From an optimization exercise on the open Yosys and OpenROAD flow, aimed at small area; shortcuts taken in it are not production practice.
No functional check of the RTL was part of any run shown here.

==> design.v <==
`timescale 1ns/10ps
`default_nettype none
module voiceMixer
(
	input logic [15:0] A,
	input logic [4:0] one,
	input logic [4:0] two,
	input logic [4:0] neg,
	input logic [32:0] ag,
	output logic [32:0] sum
);
	wire pp0_0 = ((one[0] & A[0]) | (two[0] & 1'b0)) ^ neg[0];
	wire pp0_1 = ((one[0] & A[1]) | (two[0] & A[0])) ^ neg[0];
	wire pp0_2 = ((one[0] & A[2]) | (two[0] & A[1])) ^ neg[0];
	wire pp0_3 = ((one[0] & A[3]) | (two[0] & A[2])) ^ neg[0];
	wire pp0_4 = ((one[0] & A[4]) | (two[0] & A[3])) ^ neg[0];
	wire pp0_5 = ((one[0] & A[5]) | (two[0] & A[4])) ^ neg[0];
	wire pp0_6 = ((one[0] & A[6]) | (two[0] & A[5])) ^ neg[0];
	wire pp0_7 = ((one[0] & A[7]) | (two[0] & A[6])) ^ neg[0];
	wire pp0_8 = ((one[0] & A[8]) | (two[0] & A[7])) ^ neg[0];
	wire pp0_9 = ((one[0] & A[9]) | (two[0] & A[8])) ^ neg[0];
	wire pp0_10 = ((one[0] & A[10]) | (two[0] & A[9])) ^ neg[0];
	wire pp0_11 = ((one[0] & A[11]) | (two[0] & A[10])) ^ neg[0];
	wire pp0_12 = ((one[0] & A[12]) | (two[0] & A[11])) ^ neg[0];
	wire pp0_13 = ((one[0] & A[13]) | (two[0] & A[12])) ^ neg[0];
	wire pp0_14 = ((one[0] & A[14]) | (two[0] & A[13])) ^ neg[0];
	wire pp0_15 = ((one[0] & A[15]) | (two[0] & A[14])) ^ neg[0];
	wire pp0_16 = ((one[0] & 1'b0) | (two[0] & A[15])) ^ neg[0];
	wire ns0 = ~neg[0];
	wire pp1_0 = ((one[1] & A[0]) | (two[1] & 1'b0)) ^ neg[1];
	wire pp1_1 = ((one[1] & A[1]) | (two[1] & A[0])) ^ neg[1];
	wire pp1_2 = ((one[1] & A[2]) | (two[1] & A[1])) ^ neg[1];
	wire pp1_3 = ((one[1] & A[3]) | (two[1] & A[2])) ^ neg[1];
	wire pp1_4 = ((one[1] & A[4]) | (two[1] & A[3])) ^ neg[1];
	wire pp1_5 = ((one[1] & A[5]) | (two[1] & A[4])) ^ neg[1];
	wire pp1_6 = ((one[1] & A[6]) | (two[1] & A[5])) ^ neg[1];
	wire pp1_7 = ((one[1] & A[7]) | (two[1] & A[6])) ^ neg[1];
	wire pp1_8 = ((one[1] & A[8]) | (two[1] & A[7])) ^ neg[1];
	wire pp1_9 = ((one[1] & A[9]) | (two[1] & A[8])) ^ neg[1];
	wire pp1_10 = ((one[1] & A[10]) | (two[1] & A[9])) ^ neg[1];
	wire pp1_11 = ((one[1] & A[11]) | (two[1] & A[10])) ^ neg[1];
	wire pp1_12 = ((one[1] & A[12]) | (two[1] & A[11])) ^ neg[1];
	wire pp1_13 = ((one[1] & A[13]) | (two[1] & A[12])) ^ neg[1];
	wire pp1_14 = ((one[1] & A[14]) | (two[1] & A[13])) ^ neg[1];
	wire pp1_15 = ((one[1] & A[15]) | (two[1] & A[14])) ^ neg[1];
	wire pp1_16 = ((one[1] & 1'b0) | (two[1] & A[15])) ^ neg[1];
	wire ns1 = ~neg[1];
	wire pp2_0 = ((one[2] & A[0]) | (two[2] & 1'b0)) ^ neg[2];
	wire pp2_1 = ((one[2] & A[1]) | (two[2] & A[0])) ^ neg[2];
	wire pp2_2 = ((one[2] & A[2]) | (two[2] & A[1])) ^ neg[2];
	wire pp2_3 = ((one[2] & A[3]) | (two[2] & A[2])) ^ neg[2];
	wire pp2_4 = ((one[2] & A[4]) | (two[2] & A[3])) ^ neg[2];
	wire pp2_5 = ((one[2] & A[5]) | (two[2] & A[4])) ^ neg[2];
	wire pp2_6 = ((one[2] & A[6]) | (two[2] & A[5])) ^ neg[2];
	wire pp2_7 = ((one[2] & A[7]) | (two[2] & A[6])) ^ neg[2];
	wire pp2_8 = ((one[2] & A[8]) | (two[2] & A[7])) ^ neg[2];
	wire pp2_9 = ((one[2] & A[9]) | (two[2] & A[8])) ^ neg[2];
	wire pp2_10 = ((one[2] & A[10]) | (two[2] & A[9])) ^ neg[2];
	wire pp2_11 = ((one[2] & A[11]) | (two[2] & A[10])) ^ neg[2];
	wire pp2_12 = ((one[2] & A[12]) | (two[2] & A[11])) ^ neg[2];
	wire pp2_13 = ((one[2] & A[13]) | (two[2] & A[12])) ^ neg[2];
	wire pp2_14 = ((one[2] & A[14]) | (two[2] & A[13])) ^ neg[2];
	wire pp2_15 = ((one[2] & A[15]) | (two[2] & A[14])) ^ neg[2];
	wire pp2_16 = ((one[2] & 1'b0) | (two[2] & A[15])) ^ neg[2];
	wire ns2 = ~neg[2];
	wire pp3_0 = ((one[3] & A[0]) | (two[3] & 1'b0)) ^ neg[3];
	wire pp3_1 = ((one[3] & A[1]) | (two[3] & A[0])) ^ neg[3];
	wire pp3_2 = ((one[3] & A[2]) | (two[3] & A[1])) ^ neg[3];
	wire pp3_3 = ((one[3] & A[3]) | (two[3] & A[2])) ^ neg[3];
	wire pp3_4 = ((one[3] & A[4]) | (two[3] & A[3])) ^ neg[3];
	wire pp3_5 = ((one[3] & A[5]) | (two[3] & A[4])) ^ neg[3];
	wire pp3_6 = ((one[3] & A[6]) | (two[3] & A[5])) ^ neg[3];
	wire pp3_7 = ((one[3] & A[7]) | (two[3] & A[6])) ^ neg[3];
	wire pp3_8 = ((one[3] & A[8]) | (two[3] & A[7])) ^ neg[3];
	wire pp3_9 = ((one[3] & A[9]) | (two[3] & A[8])) ^ neg[3];
	wire pp3_10 = ((one[3] & A[10]) | (two[3] & A[9])) ^ neg[3];
	wire pp3_11 = ((one[3] & A[11]) | (two[3] & A[10])) ^ neg[3];
	wire pp3_12 = ((one[3] & A[12]) | (two[3] & A[11])) ^ neg[3];
	wire pp3_13 = ((one[3] & A[13]) | (two[3] & A[12])) ^ neg[3];
	wire pp3_14 = ((one[3] & A[14]) | (two[3] & A[13])) ^ neg[3];
	wire pp3_15 = ((one[3] & A[15]) | (two[3] & A[14])) ^ neg[3];
	wire pp3_16 = ((one[3] & 1'b0) | (two[3] & A[15])) ^ neg[3];
	wire ns3 = ~neg[3];
	wire pp4_0 = ((one[4] & A[0]) | (two[4] & 1'b0)) ^ neg[4];
	wire pp4_1 = ((one[4] & A[1]) | (two[4] & A[0])) ^ neg[4];
	wire pp4_2 = ((one[4] & A[2]) | (two[4] & A[1])) ^ neg[4];
	wire pp4_3 = ((one[4] & A[3]) | (two[4] & A[2])) ^ neg[4];
	wire pp4_4 = ((one[4] & A[4]) | (two[4] & A[3])) ^ neg[4];
	wire pp4_5 = ((one[4] & A[5]) | (two[4] & A[4])) ^ neg[4];
	wire pp4_6 = ((one[4] & A[6]) | (two[4] & A[5])) ^ neg[4];
	wire pp4_7 = ((one[4] & A[7]) | (two[4] & A[6])) ^ neg[4];
	wire pp4_8 = ((one[4] & A[8]) | (two[4] & A[7])) ^ neg[4];
	wire pp4_9 = ((one[4] & A[9]) | (two[4] & A[8])) ^ neg[4];
	wire pp4_10 = ((one[4] & A[10]) | (two[4] & A[9])) ^ neg[4];
	wire pp4_11 = ((one[4] & A[11]) | (two[4] & A[10])) ^ neg[4];
	wire pp4_12 = ((one[4] & A[12]) | (two[4] & A[11])) ^ neg[4];
	wire pp4_13 = ((one[4] & A[13]) | (two[4] & A[12])) ^ neg[4];
	wire pp4_14 = ((one[4] & A[14]) | (two[4] & A[13])) ^ neg[4];
	wire pp4_15 = ((one[4] & A[15]) | (two[4] & A[14])) ^ neg[4];
	wire pp4_16 = ((one[4] & 1'b0) | (two[4] & A[15])) ^ neg[4];
	wire ns4 = ~neg[4];
	wire ci1 = ~pp4_3;
	wire ci2 = ~pp4_3;
	wire ci3 = ~pp4_3;
	wire ci4 = ~pp4_3;
	wire ci5 = ~pp4_3;
	wire ci6 = ~pp4_3;
	wire ci7 = ~pp4_3;
	wire ci8 = ~pp4_3;
	wire ci9 = ~pp4_12;
	wire ci10 = ~pp4_14;
	wire ci11 = ~pp4_16;
	wire ci12 = ~ag[32];
	wire s13 = neg[0] ^ ag[0] ^ pp0_0;
	wire c14 = (neg[0] & ag[0]) | (neg[0] & pp0_0) | (ag[0] & pp0_0);
	wire s15 = ag[1] ^ pp0_1 ^ c14;
	wire c16 = (ag[1] & pp0_1) | (ag[1] & c14) | (pp0_1 & c14);
	wire s17 = ag[2] ^ pp0_2 ^ c16;
	wire c18 = (ag[2] & pp0_2) | (ag[2] & c16) | (pp0_2 & c16);
	wire s19 = ag[3] ^ pp0_3 ^ c18;
	wire c20 = (ag[3] & pp0_3) | (ag[3] & c18) | (pp0_3 & c18);
	wire s21 = ag[4] ^ pp0_4 ^ c20;
	wire c22 = (ag[4] & pp0_4) | (ag[4] & c20) | (pp0_4 & c20);
	wire s23 = ag[5] ^ pp0_5 ^ c22;
	wire c24 = (ag[5] & pp0_5) | (ag[5] & c22) | (pp0_5 & c22);
	wire s25 = ag[6] ^ pp0_6 ^ c24;
	wire c26 = (ag[6] & pp0_6) | (ag[6] & c24) | (pp0_6 & c24);
	wire s27 = ag[7] ^ pp0_7 ^ c26;
	wire c28 = (ag[7] & pp0_7) | (ag[7] & c26) | (pp0_7 & c26);
	wire s29 = neg[1] ^ ag[8] ^ pp0_8;
	wire c30 = (neg[1] & ag[8]) | (neg[1] & pp0_8) | (ag[8] & pp0_8);
	wire s31 = pp1_0 ^ s29 ^ c28;
	wire c32 = (pp1_0 & s29) | (pp1_0 & c28) | (s29 & c28);
	wire s33 = ag[9] ^ pp0_9 ^ pp1_1;
	wire c34 = (ag[9] & pp0_9) | (ag[9] & pp1_1) | (pp0_9 & pp1_1);
	wire s35 = c30 ^ s33 ^ c32;
	wire c36 = (c30 & s33) | (c30 & c32) | (s33 & c32);
	wire s37 = neg[2] ^ ag[10] ^ pp0_10;
	wire c38 = (neg[2] & ag[10]) | (neg[2] & pp0_10) | (ag[10] & pp0_10);
	wire s39 = pp1_2 ^ pp2_0 ^ c34;
	wire c40 = (pp1_2 & pp2_0) | (pp1_2 & c34) | (pp2_0 & c34);
	wire s41 = s37 ^ s39 ^ c36;
	wire c42 = (s37 & s39) | (s37 & c36) | (s39 & c36);
	wire s43 = ag[11] ^ pp0_11 ^ pp1_3;
	wire c44 = (ag[11] & pp0_11) | (ag[11] & pp1_3) | (pp0_11 & pp1_3);
	wire s45 = pp2_1 ^ c38 ^ s43;
	wire c46 = (pp2_1 & c38) | (pp2_1 & s43) | (c38 & s43);
	wire s47 = c40 ^ s45 ^ c42;
	wire c48 = (c40 & s45) | (c40 & c42) | (s45 & c42);
	wire s49 = neg[3] ^ ag[12] ^ pp0_12;
	wire c50 = (neg[3] & ag[12]) | (neg[3] & pp0_12) | (ag[12] & pp0_12);
	wire s51 = pp1_4 ^ pp2_2 ^ pp3_0;
	wire c52 = (pp1_4 & pp2_2) | (pp1_4 & pp3_0) | (pp2_2 & pp3_0);
	wire s53 = c44 ^ s49 ^ s51;
	wire c54 = (c44 & s49) | (c44 & s51) | (s49 & s51);
	wire s55 = c46 ^ s53 ^ c48;
	wire c56 = (c46 & s53) | (c46 & c48) | (s53 & c48);
	wire s57 = ag[13] ^ pp0_13 ^ pp1_5;
	wire c58 = (ag[13] & pp0_13) | (ag[13] & pp1_5) | (pp0_13 & pp1_5);
	wire s59 = pp2_3 ^ pp3_1 ^ c50;
	wire c60 = (pp2_3 & pp3_1) | (pp2_3 & c50) | (pp3_1 & c50);
	wire s61 = c52 ^ s57 ^ c54;
	wire c62 = (c52 & s57) | (c52 & c54) | (s57 & c54);
	wire s63 = s59 ^ s61 ^ c56;
	wire c64 = (s59 & s61) | (s59 & c56) | (s61 & c56);
	wire s65 = neg[4] ^ ag[14] ^ pp0_14;
	wire c66 = (neg[4] & ag[14]) | (neg[4] & pp0_14) | (ag[14] & pp0_14);
	wire s67 = pp1_6 ^ pp2_4 ^ pp3_2;
	wire c68 = (pp1_6 & pp2_4) | (pp1_6 & pp3_2) | (pp2_4 & pp3_2);
	wire s69 = pp4_0 ^ c58 ^ s65;
	wire c70 = (pp4_0 & c58) | (pp4_0 & s65) | (c58 & s65);
	wire s71 = s67 ^ c60 ^ s69;
	wire c72 = (s67 & c60) | (s67 & s69) | (c60 & s69);
	wire s73 = c62 ^ s71 ^ c64;
	wire c74 = (c62 & s71) | (c62 & c64) | (s71 & c64);
	wire s75 = ag[15] ^ pp0_15 ^ pp1_7;
	wire c76 = (ag[15] & pp0_15) | (ag[15] & pp1_7) | (pp0_15 & pp1_7);
	wire s77 = pp2_5 ^ pp3_3 ^ pp4_1;
	wire c78 = (pp2_5 & pp3_3) | (pp2_5 & pp4_1) | (pp3_3 & pp4_1);
	wire s79 = c66 ^ c68 ^ s75;
	wire c80 = (c66 & c68) | (c66 & s75) | (c68 & s75);
	wire s81 = s77 ^ c70 ^ s79;
	wire c82 = (s77 & c70) | (s77 & s79) | (c70 & s79);
	wire s83 = c72 ^ s81 ^ c74;
	wire c84 = (c72 & s81) | (c72 & c74) | (s81 & c74);
	wire s85 = ag[16] ^ pp0_16 ^ pp1_8;
	wire c86 = (ag[16] & pp0_16) | (ag[16] & pp1_8) | (pp0_16 & pp1_8);
	wire s87 = pp2_6 ^ pp3_4 ^ pp4_2;
	wire c88 = (pp2_6 & pp3_4) | (pp2_6 & pp4_2) | (pp3_4 & pp4_2);
	wire s89 = c76 ^ c78 ^ s85;
	wire c90 = (c76 & c78) | (c76 & s85) | (c78 & s85);
	wire s91 = s87 ^ c80 ^ s89;
	wire c92 = (s87 & c80) | (s87 & s89) | (c80 & s89);
	wire s93 = c82 ^ s91 ^ c84;
	wire c94 = (c82 & s91) | (c82 & c84) | (s91 & c84);
	wire s95 = ns0 ^ ag[17] ^ pp1_9;
	wire c96 = (ns0 & ag[17]) | (ns0 & pp1_9) | (ag[17] & pp1_9);
	wire s97 = pp2_7 ^ pp3_5 ^ ci1;
	wire c98 = (pp2_7 & pp3_5) | (pp2_7 & ci1) | (pp3_5 & ci1);
	wire s99 = c86 ^ c88 ^ s95;
	wire c100 = (c86 & c88) | (c86 & s95) | (c88 & s95);
	wire s101 = s97 ^ c90 ^ s99;
	wire c102 = (s97 & c90) | (s97 & s99) | (c90 & s99);
	wire s103 = c92 ^ s101 ^ c94;
	wire c104 = (c92 & s101) | (c92 & c94) | (s101 & c94);
	wire s105 = ag[18] ^ pp1_10 ^ pp2_8;
	wire c106 = (ag[18] & pp1_10) | (ag[18] & pp2_8) | (pp1_10 & pp2_8);
	wire s107 = pp3_6 ^ pp4_4 ^ ci2;
	wire c108 = (pp3_6 & pp4_4) | (pp3_6 & ci2) | (pp4_4 & ci2);
	wire s109 = c96 ^ s105 ^ c98;
	wire c110 = (c96 & s105) | (c96 & c98) | (s105 & c98);
	wire s111 = s107 ^ c100 ^ s109;
	wire c112 = (s107 & c100) | (s107 & s109) | (c100 & s109);
	wire s113 = c102 ^ s111 ^ c104;
	wire c114 = (c102 & s111) | (c102 & c104) | (s111 & c104);
	wire s115 = ag[19] ^ pp1_11 ^ pp2_9;
	wire c116 = (ag[19] & pp1_11) | (ag[19] & pp2_9) | (pp1_11 & pp2_9);
	wire s117 = pp3_7 ^ pp4_5 ^ ci3;
	wire c118 = (pp3_7 & pp4_5) | (pp3_7 & ci3) | (pp4_5 & ci3);
	wire s119 = c106 ^ s115 ^ c108;
	wire c120 = (c106 & s115) | (c106 & c108) | (s115 & c108);
	wire s121 = s117 ^ c110 ^ s119;
	wire c122 = (s117 & c110) | (s117 & s119) | (c110 & s119);
	wire s123 = c112 ^ s121 ^ c114;
	wire c124 = (c112 & s121) | (c112 & c114) | (s121 & c114);
	wire s125 = ag[20] ^ pp1_12 ^ pp2_10;
	wire c126 = (ag[20] & pp1_12) | (ag[20] & pp2_10) | (pp1_12 & pp2_10);
	wire s127 = pp3_8 ^ pp4_6 ^ ci4;
	wire c128 = (pp3_8 & pp4_6) | (pp3_8 & ci4) | (pp4_6 & ci4);
	wire s129 = c116 ^ s125 ^ c118;
	wire c130 = (c116 & s125) | (c116 & c118) | (s125 & c118);
	wire s131 = s127 ^ c120 ^ s129;
	wire c132 = (s127 & c120) | (s127 & s129) | (c120 & s129);
	wire s133 = c122 ^ s131 ^ c124;
	wire c134 = (c122 & s131) | (c122 & c124) | (s131 & c124);
	wire s135 = ag[21] ^ pp1_13 ^ pp2_11;
	wire c136 = (ag[21] & pp1_13) | (ag[21] & pp2_11) | (pp1_13 & pp2_11);
	wire s137 = pp3_9 ^ pp4_7 ^ ci5;
	wire c138 = (pp3_9 & pp4_7) | (pp3_9 & ci5) | (pp4_7 & ci5);
	wire s139 = c126 ^ s135 ^ c128;
	wire c140 = (c126 & s135) | (c126 & c128) | (s135 & c128);
	wire s141 = s137 ^ c130 ^ s139;
	wire c142 = (s137 & c130) | (s137 & s139) | (c130 & s139);
	wire s143 = c132 ^ s141 ^ c134;
	wire c144 = (c132 & s141) | (c132 & c134) | (s141 & c134);
	wire s145 = ag[22] ^ pp1_14 ^ pp2_12;
	wire c146 = (ag[22] & pp1_14) | (ag[22] & pp2_12) | (pp1_14 & pp2_12);
	wire s147 = pp3_10 ^ pp4_8 ^ ci6;
	wire c148 = (pp3_10 & pp4_8) | (pp3_10 & ci6) | (pp4_8 & ci6);
	wire s149 = c136 ^ s145 ^ c138;
	wire c150 = (c136 & s145) | (c136 & c138) | (s145 & c138);
	wire s151 = s147 ^ c140 ^ s149;
	wire c152 = (s147 & c140) | (s147 & s149) | (c140 & s149);
	wire s153 = c142 ^ s151 ^ c144;
	wire c154 = (c142 & s151) | (c142 & c144) | (s151 & c144);
	wire s155 = ag[23] ^ pp1_15 ^ pp2_13;
	wire c156 = (ag[23] & pp1_15) | (ag[23] & pp2_13) | (pp1_15 & pp2_13);
	wire s157 = pp3_11 ^ pp4_9 ^ ci7;
	wire c158 = (pp3_11 & pp4_9) | (pp3_11 & ci7) | (pp4_9 & ci7);
	wire s159 = c146 ^ s155 ^ c148;
	wire c160 = (c146 & s155) | (c146 & c148) | (s155 & c148);
	wire s161 = s157 ^ c150 ^ s159;
	wire c162 = (s157 & c150) | (s157 & s159) | (c150 & s159);
	wire s163 = c152 ^ s161 ^ c154;
	wire c164 = (c152 & s161) | (c152 & c154) | (s161 & c154);
	wire s165 = ag[24] ^ pp1_16 ^ pp2_14;
	wire c166 = (ag[24] & pp1_16) | (ag[24] & pp2_14) | (pp1_16 & pp2_14);
	wire s167 = pp3_12 ^ pp4_10 ^ ci8;
	wire c168 = (pp3_12 & pp4_10) | (pp3_12 & ci8) | (pp4_10 & ci8);
	wire s169 = c156 ^ s165 ^ c158;
	wire c170 = (c156 & s165) | (c156 & c158) | (s165 & c158);
	wire s171 = s167 ^ c160 ^ s169;
	wire c172 = (s167 & c160) | (s167 & s169) | (c160 & s169);
	wire s173 = c162 ^ s171 ^ c164;
	wire c174 = (c162 & s171) | (c162 & c164) | (s171 & c164);
	wire s175 = ns1 ^ ag[25] ^ pp2_15;
	wire c176 = (ns1 & ag[25]) | (ns1 & pp2_15) | (ag[25] & pp2_15);
	wire s177 = pp3_13 ^ pp4_11 ^ pp4_3;
	wire c178 = (pp3_13 & pp4_11) | (pp3_13 & pp4_3) | (pp4_11 & pp4_3);
	wire s179 = c166 ^ s175 ^ s177;
	wire c180 = (c166 & s175) | (c166 & s177) | (s175 & s177);
	wire s181 = c168 ^ s179 ^ c170;
	wire c182 = (c168 & s179) | (c168 & c170) | (s179 & c170);
	wire s183 = c172 ^ s181 ^ c174;
	wire c184 = (c172 & s181) | (c172 & c174) | (s181 & c174);
	wire s185 = ag[26] ^ pp2_16 ^ pp3_14;
	wire c186 = (ag[26] & pp2_16) | (ag[26] & pp3_14) | (pp2_16 & pp3_14);
	wire s187 = ci9 ^ c176 ^ c178;
	wire c188 = (ci9 & c176) | (ci9 & c178) | (c176 & c178);
	wire s189 = s185 ^ c180 ^ s187;
	wire c190 = (s185 & c180) | (s185 & s187) | (c180 & s187);
	wire s191 = s189 ^ c182 ^ c184;
	wire c192 = (s189 & c182) | (s189 & c184) | (c182 & c184);
	wire s193 = ns2 ^ ag[27] ^ pp3_15;
	wire c194 = (ns2 & ag[27]) | (ns2 & pp3_15) | (ag[27] & pp3_15);
	wire s195 = pp4_13 ^ pp4_12 ^ c186;
	wire c196 = (pp4_13 & pp4_12) | (pp4_13 & c186) | (pp4_12 & c186);
	wire s197 = s193 ^ c188 ^ s195;
	wire c198 = (s193 & c188) | (s193 & s195) | (c188 & s195);
	wire s199 = c190 ^ s197 ^ c192;
	wire c200 = (c190 & s197) | (c190 & c192) | (s197 & c192);
	wire s201 = ag[28] ^ pp3_16 ^ ci10;
	wire c202 = (ag[28] & pp3_16) | (ag[28] & ci10) | (pp3_16 & ci10);
	wire s203 = c194 ^ s201 ^ c196;
	wire c204 = (c194 & s201) | (c194 & c196) | (s201 & c196);
	wire s205 = c198 ^ s203 ^ c200;
	wire c206 = (c198 & s203) | (c198 & c200) | (s203 & c200);
	wire s207 = ns3 ^ ag[29] ^ pp4_15;
	wire c208 = (ns3 & ag[29]) | (ns3 & pp4_15) | (ag[29] & pp4_15);
	wire s209 = pp4_14 ^ s207 ^ c202;
	wire c210 = (pp4_14 & s207) | (pp4_14 & c202) | (s207 & c202);
	wire s211 = s209 ^ c204 ^ c206;
	wire c212 = (s209 & c204) | (s209 & c206) | (c204 & c206);
	wire s213 = ag[30] ^ ci11 ^ c208;
	wire c214 = (ag[30] & ci11) | (ag[30] & c208) | (ci11 & c208);
	wire s215 = s213 ^ c210 ^ c212;
	wire c216 = (s213 & c210) | (s213 & c212) | (c210 & c212);
	wire s217 = ns4 ^ ag[31] ^ pp4_16;
	wire c218 = (ns4 & ag[31]) | (ns4 & pp4_16) | (ag[31] & pp4_16);
	wire s219 = s217 ^ c214 ^ c216;
	wire c220 = (s217 & c214) | (s217 & c216) | (c214 & c216);
	wire s221 = ci12 ^ c218 ^ c220;
	wire c222 = (ci12 & c218) | (ci12 & c220) | (c218 & c220);
	assign sum = {s221, s219, s215, s211, s205, s199, s191, s183, s173, s163, s153, s143, s133, s123, s113, s103, s93, s83, s73, s63, s55, s47, s41, s35, s31, s27, s25, s23, s21, s19, s17, s15, s13};
endmodule
`default_nettype wire
`timescale 1ns/10ps
`default_nettype none
module synthCore
(
	input logic MAX10_CLK2_50,
	input logic rstN,
	input logic sampleTick,
	input logic [25:0] cfg,
	output logic signed [15:0] sampleOut,
	output logic sampleValid
);
	logic [3:0][3:0] notes;
	logic [3:0][1:0] waves;
	logic [15:0] amp;
	logic rtV;
	logic [1:0] rtIdx;
	logic [3:0][7:0] ph;
	logic [2:0] st;
	logic [7:0] tap;
	logic [7:0] sp;
	logic [1:0] sw;
	logic lastF;
	logic [32:0] acc;
	wire wrV = cfg[25] & ~cfg[24];
	wire wrA = cfg[25] & cfg[24];
	always_ff @(posedge MAX10_CLK2_50 or negedge rstN) begin
		if (!rstN) begin
			notes <= '0;
			waves <= '0;
			amp <= '0;
			rtV <= 1'b0;
		end else begin
			rtV <= wrV;
			if (wrV) begin
				notes[cfg[23:22]] <= cfg[21:18];
				waves[cfg[23:22]] <= cfg[17:16];
			end
			if (wrA) amp <= cfg[15:0];
		end
	end
	always_ff @(posedge MAX10_CLK2_50) rtIdx <= cfg[23:22];
	wire [1:0] vi = st[1:0];
	wire [7:0] phSel = ph[vi];
	wire [7:0] phNext = phSel + {4'b0, notes[vi]} + 8'd1;
	always_ff @(posedge MAX10_CLK2_50 or negedge rstN) begin
		if (!rstN) begin
			ph <= '0;
		end else begin
			for (int i = 0; i < 4; i++) begin
				if (rtV && rtIdx == 2'(i)) ph[i] <= '0;
				else if (st[2] && vi == 2'(i)) ph[i] <= phNext;
			end
		end
	end
	wire [1:0] tIdx = st[1:0] - 2'd1;
	always_ff @(posedge MAX10_CLK2_50) begin
		tap <= phSel;
		sp <= tap;
		sw <= waves[tIdx];
	end
	wire first = (st == 3'b110);
	logic [7:0] x;
	logic sn;
	logic [4:0] one, two, neg;
	wire isSq = (sw == 2'd2);
	wire isTri = (sw == 2'd3);
	always_comb begin
		case (sw)
			2'd1: begin x = {~sp[7], sp[6:0]}; sn = 1'b0; end
			2'd2: begin x = 8'h80; sn = ~sp[7]; end
			2'd3: begin x = {~sp[6], sp[5:0], 1'b0}; sn = sp[7]; end
			default: begin x = 8'h00; sn = 1'b0; end
		endcase
		one[0] = isSq;
		two[0] = isTri & sp[7];
		neg[0] = (isSq & ~sp[7]) | (isTri & sp[7]);
		for (int i = 0; i < 4; i++) begin
			logic b2, b1, b0;
			b2 = x[2*i+1];
			b1 = x[2*i];
			b0 = (i == 0) ? 1'b0 : x[2*i-1];
			one[i+1] = b1 ^ b0;
			two[i+1] = (b2 & ~b1 & ~b0) | (~b2 & b1 & b0);
			neg[i+1] = b2 ^ sn;
		end
	end
	wire [32:0] ag = first ? 33'd0 : acc;
	wire [32:0] sum;
	voiceMixer mac (
		.A(amp),
		.one(one),
		.two(two),
		.neg(neg),
		.ag(ag),
		.sum(sum)
	);
	always_ff @(posedge MAX10_CLK2_50) acc <= sum;
	always_ff @(posedge MAX10_CLK2_50 or negedge rstN) begin
		if (!rstN) begin
			st <= 3'b001;
			lastF <= 1'b0;
			sampleValid <= 1'b0;
			sampleOut <= '0;
		end else begin
			if (st[2]) st <= {~&st[1:0], st[1:0] + 2'd1};
			else st <= sampleTick ? 3'b100 : 3'b001;
			lastF <= (st == 3'b000);
			sampleValid <= lastF;
			if (lastF) sampleOut <= sum[32:17];
		end
	end
endmodule
`default_nettype wire
==> run.sh <==
#!/bin/bash
# synth_recipe.tcl (not shown) runs the flow's synth.tcl, then flattens the netlist and writes it again
# the make line also repeats each setting of config.mk as NAME=value (left out here)
make -C /OpenROAD-flow-scripts/flow DESIGN_CONFIG=/design/flow/config.mk WORK_HOME=/design/flow/orfs CLKGATE_MAP_FILE= SYNTH_SCRIPT=/design/flow/synth_recipe.tcl finish
==> config.mk <==
export PLATFORM = sky130hd
export DESIGN_NAME = synthCore
export DESIGN_NICKNAME = synthCore
export VERILOG_FILES = /design/flow/design.v
export SDC_FILE = /design/flow/constraint.sdc
export NUM_CORES = 4
export LEC_CHECK = 0
export CAP_MARGIN = 20
export CORE_MARGIN = 2
export CORE_UTILIZATION = 40
export SLEW_MARGIN = 20
==> constraint.sdc <==
create_clock -name core_clock -period 10.0 [get_ports {MAX10_CLK2_50}]
set_input_delay 2.0000 -clock core_clock [delete_from_list [all_inputs] [get_ports {MAX10_CLK2_50}]]
set_output_delay 2.0000 -clock core_clock [all_outputs]
set_load 0.01 [all_outputs]
==> out/metrics.cfg, run 1 <==
[floorplan]
dieWidth_um = 163
start_util = 0.403
fp.coreArea_mm2 = 0.0250
die_area_mm2 = 0.0264
die_h_um = 163
rows = 58
ios = 46

[finish]
stdcell_area_mm2 = 0.0120
n_fill_cell = 2323
multi_input_area_mm2 = 0.00609
instances_no_fill = 1349
final_nets = 1150
antenna_cells = 0
area_growth_pct = 19.0
drive_above_1_share = 0.243
regArea_mm2 = 0.00342

[critical_path]
crit_family = adder cells
crit_arrival_ns = 11.72
crit_required_ns = 10.28
path_depth = 40
crit_type = reg -> reg
worstPathBufferInverterCount = 3
cp_slowest_cell = dfstp_2
end_kind = register
path_common_cell = fa_2
worstPathMaxFanout = 4
start_kind = register
slowest_delay_ns = 0.39
reg2reg_depth = 40

[clocking]
cts_buffers = 17
clk_pin_slew_ns = 0.07
postCtsHoldBufs = 0
clock_sinks = 147
insertion_delay_ns = 0.44
clockBufferDepth = 2
htreeDepth = 4
cts_tree = yes
root_buffer = clkbuf_16

[synthesis]
synth.net_count = 1066
async_flop_share = 0.639
yosysTopAreaCell = dfrtp_1
synthTopCellsByCount = fa_1, inv_1, dfrtp_1, nand2_1, dfxtp_1
synth_edf_count = 0
ys_warn_count = 1
dominantRegCellSynth = dfrtp_1
synthTopCellsByArea = dfrtp_1, fa_1, dfxtp_1
synthDistinctLibCells = 64
synth-seq-area-share = 0.340
synth_top_area_frac = 0.231
synth_most_common_cell = fa_1
synthCells = 922
syn_area_mm2 = 0.0101
synth_seq_cells = 147
syn-mean-instance-area_um2 = 10.9

[detailed_routing]
drt_wl_total_um = 23900
avgViaCountPerCell = 5.08
drt_iter0_markers = 462
wl_per_cell_um = 17.7
num_vias = 6858
drtPass1Iterations = 7
postRouteAntennaNets = 0
drc = 0

[status]
status = complete, but fails checks
failed_checks = setup timing

[placement]
gp_congestion = 0.834
placed_area_mm2 = 0.0113
port_buffers = 45
post-dp-hpwl_um = 17900
dpl.cell_count = 1316
dp_slack_ns = -1.59

[grt]
grt_use_met1 = 0.284
grt_pass1_vias = 7235
grt_max_degree = 52
grtUsageTotal = 0.196
antenna_found_initial = 0
grt_most_used_layer = met2
grtUsageMet2 = 0.305
grtUsageMet3 = 0.0364
grt_pass1_wl_um = 39600
globalRoute.totalOverflow = 0

[sta]
fin_crit_sh = 1.14
max_slew_margin = 0.293
tightest_slew_ns = 1.06
setup_slack_ns = -1.44
hold_ws_ns = 0.326
fin_crit_ns = 11.44
setup_viol = 10
hold_viol_final = 0
grt_setup_unrepaired = yes
drv_slew = 0
clock.fmax_mhz = 87.4
fin_skew_ns = 0.0140

[hold_path]
min_path_type = reg -> reg
min_path_cells = 0

[run]
maxCapViolCount = 0

worst paths after layout:
kind	startpoint	to	slack, ns
min	tap[4]	sp[4]	0.33
min in group asynchronous	rstN	sampleOut[0]	1.57
min reg2reg	tap[4]	sp[4]	0.33
max in group asynchronous	rstN	notes[15]	7.31
max reg2reg	st[0]	sampleOut[15]	-1.44
max	st[0]	sampleOut[15]	-1.44
cells by family (layout without fill, tap and decap cells):
group	count (synthesis)	after routing	synth area share
XOR/XNOR	82	82	0.0729
adder cells (fa/ha/maj)	115	115	0.220
AND/OR/NAND/NOR	180	180	0.0830
AO/OA/AOI/OAI	180	180	0.138
multiplexers	55	55	0.0760
flip-flops	147	147	0.340
buffers and inverters	163	260	0.0709
through the flow:
stage	setup TNS (ns)	utilization
floorplan	-10.03	-
global placement	-8.35	0.453
detailed placement	-9.34	0.453
CTS	-8.47	0.479
global route	-10.59	0.480
finish	-8.28	0.480
timing repair:
item,CTS,global route
setup buffers,1,0
pin swaps,2,0
gates resized for setup,4,7
endpoints found under the setup margin,11,11
worst register-to-register path, delay by kind of cell, from the launching register on:
family                   cells  cell delay (ns)
AND/OR/NAND/NOR              3             0.35
XOR/XNOR                     1             0.17
buffers and inverters        3             0.16
adder cells (fa/ha/maj)     32            10.11
flip-flops                   1             0.39
AO/OA/AOI/OAI                1             0.10
area by class of cell:
class,count,share of cell area
well taps,330,0.0345
multi-input cells,612,0.508
clock buffers,18,0.0367
repair buffers,125,0.0876
inverters,103,0.0325
clock inverters,14,0.0148
flip-flops and latches,147,0.286
flip-flops by register name (all words and copies together) (netlist names):
register and cells:
waves 8, sw 2, rtV 1, sampleOut 16
sampleValid 1, st 3, tap 8, rtIdx 2
notes 16, amp 16, sp 8, lastF 1
acc 33, ph 32
routing by layer:
metal / wire length [µm] / part of all wire
met5: 0 / 0
met3: 1000 / 0.042
met1: 11500 / 0.48
met2: 11100 / 0.47
met4: 303 / 0.013
cell usage in the layout (no fill, tap or decap), types with 4 or more instances in the layout:
| cell | netlist | routed |
|---|---|---|
| a22oi_2 | 19 | 19 |
| inv_8 | 0 | 7 |
| inv_1 | 100 | 97 |
| buf_4 | 12 | 81 |
| fa_1 | 103 | 72 |
| o21a_1 | 4 | 4 |
| clkbuf_16 | 0 | 17 |
| ha_1 | 12 | 11 |
| a22o_1 | 29 | 29 |
| clkinv_8 | 0 | 5 |
| mux2i_1 | 10 | 10 |
| xnor2_1 | 42 | 42 |
| mux4_2 | 14 | 14 |
| and2_1 | 22 | 21 |
| o22ai_1 | 8 | 8 |
| fa_2 | 0 | 31 |
| a21oi_1 | 21 | 21 |
| o21ai_0 | 24 | 22 |
| o21ai_2 | 0 | 5 |
| mux2_2 | 31 | 30 |
| o21ai_1 | 12 | 9 |
| dfrtp_1 | 93 | 93 |
| a22oi_1 | 39 | 39 |
| nor2_1 | 39 | 39 |
| nand2_1 | 90 | 87 |
| inv_2 | 2 | 4 |
| xor2_1 | 38 | 36 |
| nor2b_1 | 5 | 5 |
| clkdlybuf4s50_1 | 0 | 44 |
| dfxtp_1 | 53 | 51 |
==> run 2: changes to the inputs <==
--- a/design.v
+++ b/design.v
@@ -322,5 +322,39 @@
 	wire s221 = ci12 ^ c218 ^ c220;
 	wire c222 = (ci12 & c218) | (ci12 & c220) | (c218 & c220);
-	assign sum = {s221, s219, s215, s211, s205, s199, s191, s183, s173, s163, s153, s143, s133, s123, s113, s103, s93, s83, s73, s63, s55, s47, s41, s35, s31, s27, s25, s23, s21, s19, s17, s15, s13};
+	wire is223 = s103 ^ 1'b0;
+	wire ip224 = 1'b0 & s103;
+	wire is225 = s113 ^ ip224;
+	wire ip226 = ip224 & s113;
+	wire is227 = s123 ^ ip226;
+	wire ip228 = ip226 & s123;
+	wire is229 = s133 ^ ip228;
+	wire ip230 = ip228 & s133;
+	wire is231 = s143 ^ ip230;
+	wire ip232 = ip230 & s143;
+	wire is233 = s153 ^ ip232;
+	wire ip234 = ip232 & s153;
+	wire is235 = s163 ^ ip234;
+	wire ip236 = ip234 & s163;
+	wire is237 = s173 ^ ip236;
+	wire ip238 = ip236 & s173;
+	wire ic239 = ip238;
+	wire is240 = s183 ^ ic239;
+	wire ip241 = ic239 & s183;
+	wire is242 = s191 ^ ip241;
+	wire ip243 = ip241 & s191;
+	wire is244 = s199 ^ ip243;
+	wire ip245 = ip243 & s199;
+	wire is246 = s205 ^ ip245;
+	wire ip247 = ip245 & s205;
+	wire is248 = s211 ^ ip247;
+	wire ip249 = ip247 & s211;
+	wire is250 = s215 ^ ip249;
+	wire ip251 = ip249 & s215;
+	wire is252 = s219 ^ ip251;
+	wire ip253 = ip251 & s219;
+	wire is254 = s221 ^ ip253;
+	wire ip255 = ip253 & s221;
+	wire ic256 = ip255;
+	assign sum = {is254, is252, is250, is248, is246, is244, is242, is240, is237, is235, is233, is231, is229, is227, is225, is223, s93, s83, s73, s63, s55, s47, s41, s35, s31, s27, s25, s23, s21, s19, s17, s15, s13};
 endmodule
 `default_nettype wire
==> run 2 against run 1 <==
The layout still fails its checks (setup timing); wire length rose by 0.51%; register-to-register slack got worse by 0.04 ns; area after synthesis fell by 0.24%; final cell count fell by 0.82%; maximum frequency fell by 0.34%; first-iteration DRC count fell by 4.8%; sequential cell count did not move; critical endpoint unchanged; largest cell class unchanged.
==> out/metrics.cfg, run 2 <==
[status]
status = complete, but fails checks
failed_checks = setup timing

[synthesis]
synth-seq-area-share = 0.340  ; +0.000804
synthCells = 920  ; -0.22%
syn-mean-instance-area_um2 = 10.9  ; about the same
synthTopCellsByArea = dfrtp_1, fa_1, dfxtp_1
synth.net_count = 1064  ; -0.19%
synthTopCellsByCount = fa_1, inv_1, dfrtp_1, nand2_1, xnor2_1
dominantRegCellSynth = dfrtp_1
yosysTopAreaCell = dfrtp_1
synth_top_area_frac = 0.232  ; +0.000548
synth_seq_cells = 147  ; unchanged
synthDistinctLibCells = 61  ; -4.7%
syn_area_mm2 = 0.0100  ; -0.24%
synth_edf_count = 0  ; unchanged
async_flop_share = 0.639  ; unchanged
ys_warn_count = 1  ; unchanged

[detailed_routing]
met3_length_um = 1050  ; +4.9%
num_vias = 6865  ; +0.10%
drt-met1-wl_um = 11100  ; -3.0%
avgViaCountPerCell = 5.13  ; +0.93%
drtPass1Iterations = 5  ; -2
drc = 0  ; unchanged
wl_met2_um = 11500  ; +3.3%
wl_per_cell_um = 18.0  ; +1.3%
top_layer_used = met4
drt_iter0_markers = 440  ; -4.8%
drt_wl_total_um = 24000  ; +0.51%
postRouteAntennaNets = 0  ; unchanged

[clocking]
clockBufferDepth = 2  ; unchanged
clock_sinks = 147  ; unchanged
root_buffer = clkbuf_16
cts_buffers = 17  ; unchanged
htreeDepth = 4  ; unchanged
insertion_delay_ns = 0.45  ; about the same
cts_tree = yes
postCtsHoldBufs = 0  ; unchanged
clk_pin_slew_ns = 0.07  ; about the same

[sta]
grt_setup_unrepaired = yes
fin_crit_ns = 11.48  ; +0.0393 ns
fin_crit_sh = 1.15  ; +0.00393
fin_skew_ns = 0.0206  ; +0.00661 ns
setup_viol = 10  ; unchanged
hold_viol_final = 0  ; unchanged
clock.fmax_mhz = 87.1  ; -0.34%
hold_ws_ns = 0.329  ; +0.00264 ns
drv_slew = 0  ; unchanged
max_slew_margin = 0.366  ; +0.0725
setup_slack_ns = -1.48  ; -0.0393 ns
tightest_slew_ns = 0.949  ; -0.111 ns

[critical_path]
cp_slowest_cell = dfstp_2
crit_type = reg -> reg
end_kind = register
start_kind = register
worstPathMaxFanout = 4  ; unchanged
worstPathBufferInverterCount = 3  ; unchanged
crit_family = adder cells
crit_required_ns = 10.34  ; +0.06 ns
path_common_cell = fa_2
slowest_delay_ns = 0.38  ; about the same
crit_arrival_ns = 11.82  ; +0.10 ns

[placement]
gp_congestion = 0.829  ; -0.62%
post-dp-hpwl_um = 17600  ; -1.7%
placed_area_mm2 = 0.0113  ; -0.58%
port_buffers = 45  ; unchanged

[finish]
final_common_cell = inv_1
area_growth_pct = 18.1
largest_register_ff_count = 33  ; unchanged
drive_above_1_share = 0.223  ; -0.0205
stdcell_area_mm2 = 0.0118  ; -1.1%
largestRegisters = acc: 33 flops, ph: 32 flops
layout_common_cells = inv_1, dfrtp_1, nand2_1
top_register = acc
fin_util = 0.484  ; +0.00467
antenna_cells = 0  ; unchanged
final_nets = 1145  ; -0.43%

[grt]
antenna_found_initial = 0  ; unchanged
grt_max_degree = 76  ; +46%
grt_pass1_vias = 7277  ; +0.58%
grtUsageTotal = 0.197  ; +0.000928
grt_pass1_wl_um = 40100  ; +1.2%
globalRoute.totalOverflow = 0  ; unchanged

[floorplan]
dieWidth_um = 162  ; -0.12%
ios = 46  ; unchanged
start_util = 0.410  ; +0.00729
die_area_mm2 = 0.0264  ; -0.23%
die_h_um = 162  ; -0.12%
fp.coreArea_mm2 = 0.0245  ; -2.0%
rows = 57  ; -1.7%

[run]
maxCapViolCount = 0  ; unchanged

[hold_path]
min_path_type = reg -> reg

[run 2: cell types whose count changed after synthesis, sizes merged, moves of 3 or more]
cell / before / now
xnor2: 43 / 61
nor2: 41 / 25
nor3: 1 / 4
nor2b: 6 / 11
a21oi: 23 / 15
xor2: 39 / 21
inv: 102 / 106
and2: 22 / 27
buf: 31 / 26
o21ai: 36 / 39
nand2: 91 / 87
[run 2: what timing repair did]
action,CTS,global route
resized for setup,3,1
pin swaps,2,1
endpoints found under the setup margin,11,12
buffers inserted,1,2
[run 2: cell families after synthesis]
| kind of cell | synth area share |
|---|---|
| compound gates | 0.138 |
| simple gates | 0.0844 |
| buf+inv | 0.0672 |
| flops | 0.340 |
| fa+ha+maj | 0.220 |
| xor+xnor | 0.0716 |
| mux | 0.0782 |
[run 2: per-stage QoR]
stage	setup TNS [ns]	cells	setup slack [ns]
2_1_floorplan	-9.82	920	-1.56
3_3_place_gp	-8.43	1303	-1.45
3_5_place_dp	-9.33	1303	-1.57
4_1_cts	-9.03	1336	-1.53
5_1_grt	-11.79	1338	-1.78
6_report	-8.77	1338	-1.48
[run 2: worst paths after layout]
path,end,slack (ns),cells after the start,startpoint
max in group asynchronous,sampleOut[2],7.54,2,rstN
worst min register to register,sp[3],0.33,0,tap[3]
min in group asynchronous,ph[21],1.43,1,rstN
worst max-delay path,sampleOut[15],-1.48,42,st[0]
worst max register to register,sampleOut[15],-1.48,42,st[0]
worst min-delay path,sp[3],0.33,0,tap[3]
[run 2: layout make-up]
| class | instances | area (µm²) |
|---|---|---|
| timing repair buffer | 118 | 1000 |
| multi-input combinational | 611 | 6060 |
| clock inverter | 15 | 135 |
| inverter | 106 | 403 |
| tap | 324 | 405 |
| fill | 2225 | 12600 |
| sequential | 147 | 3420 |
| clock buffer | 17 | 425 |
[run 2: per-layer routing]
layer  vias up  GRT usage
li1       3211          -
met1      3458      0.277
met5         -          0
met4         0     0.0527
met2       174      0.315
met3        22     0.0359

static timing again, ports no longer ideal:
In the flow no input, the clock included, has a driving cell. The finished layouts below were timed again as built, in two steps. Step 1 (the two cells are an assumption about what drives the block):
set clk [get_ports {MAX10_CLK2_50}]
set_driving_cell -lib_cell sky130_fd_sc_hd__clkbuf_16 $clk
set_driving_cell -lib_cell sky130_fd_sc_hd__buf_2 [delete_from_list [all_inputs] $clk]
Step 2, shift: input delay + t, output delay - t, t = (earliest + latest rising clock arrival at the registers) / 2. This alone moves slack from input paths to output paths. Slacks: ideal ports / drivers / drivers and shift; pairs: ideal ports / drivers.
| run | shift t [ns] | setup slack, ns | worst slew at a driven data input, ns | cell pins on the clock port's net |
|---|---|---|---|---|
| run 1 | 0.477 | -1.442 / -1.442 / -1.442 | 0.04 | 1 |
| run 2 | 0.482 | -1.481 / -1.481 / -1.481 | 0.04 | 1 |
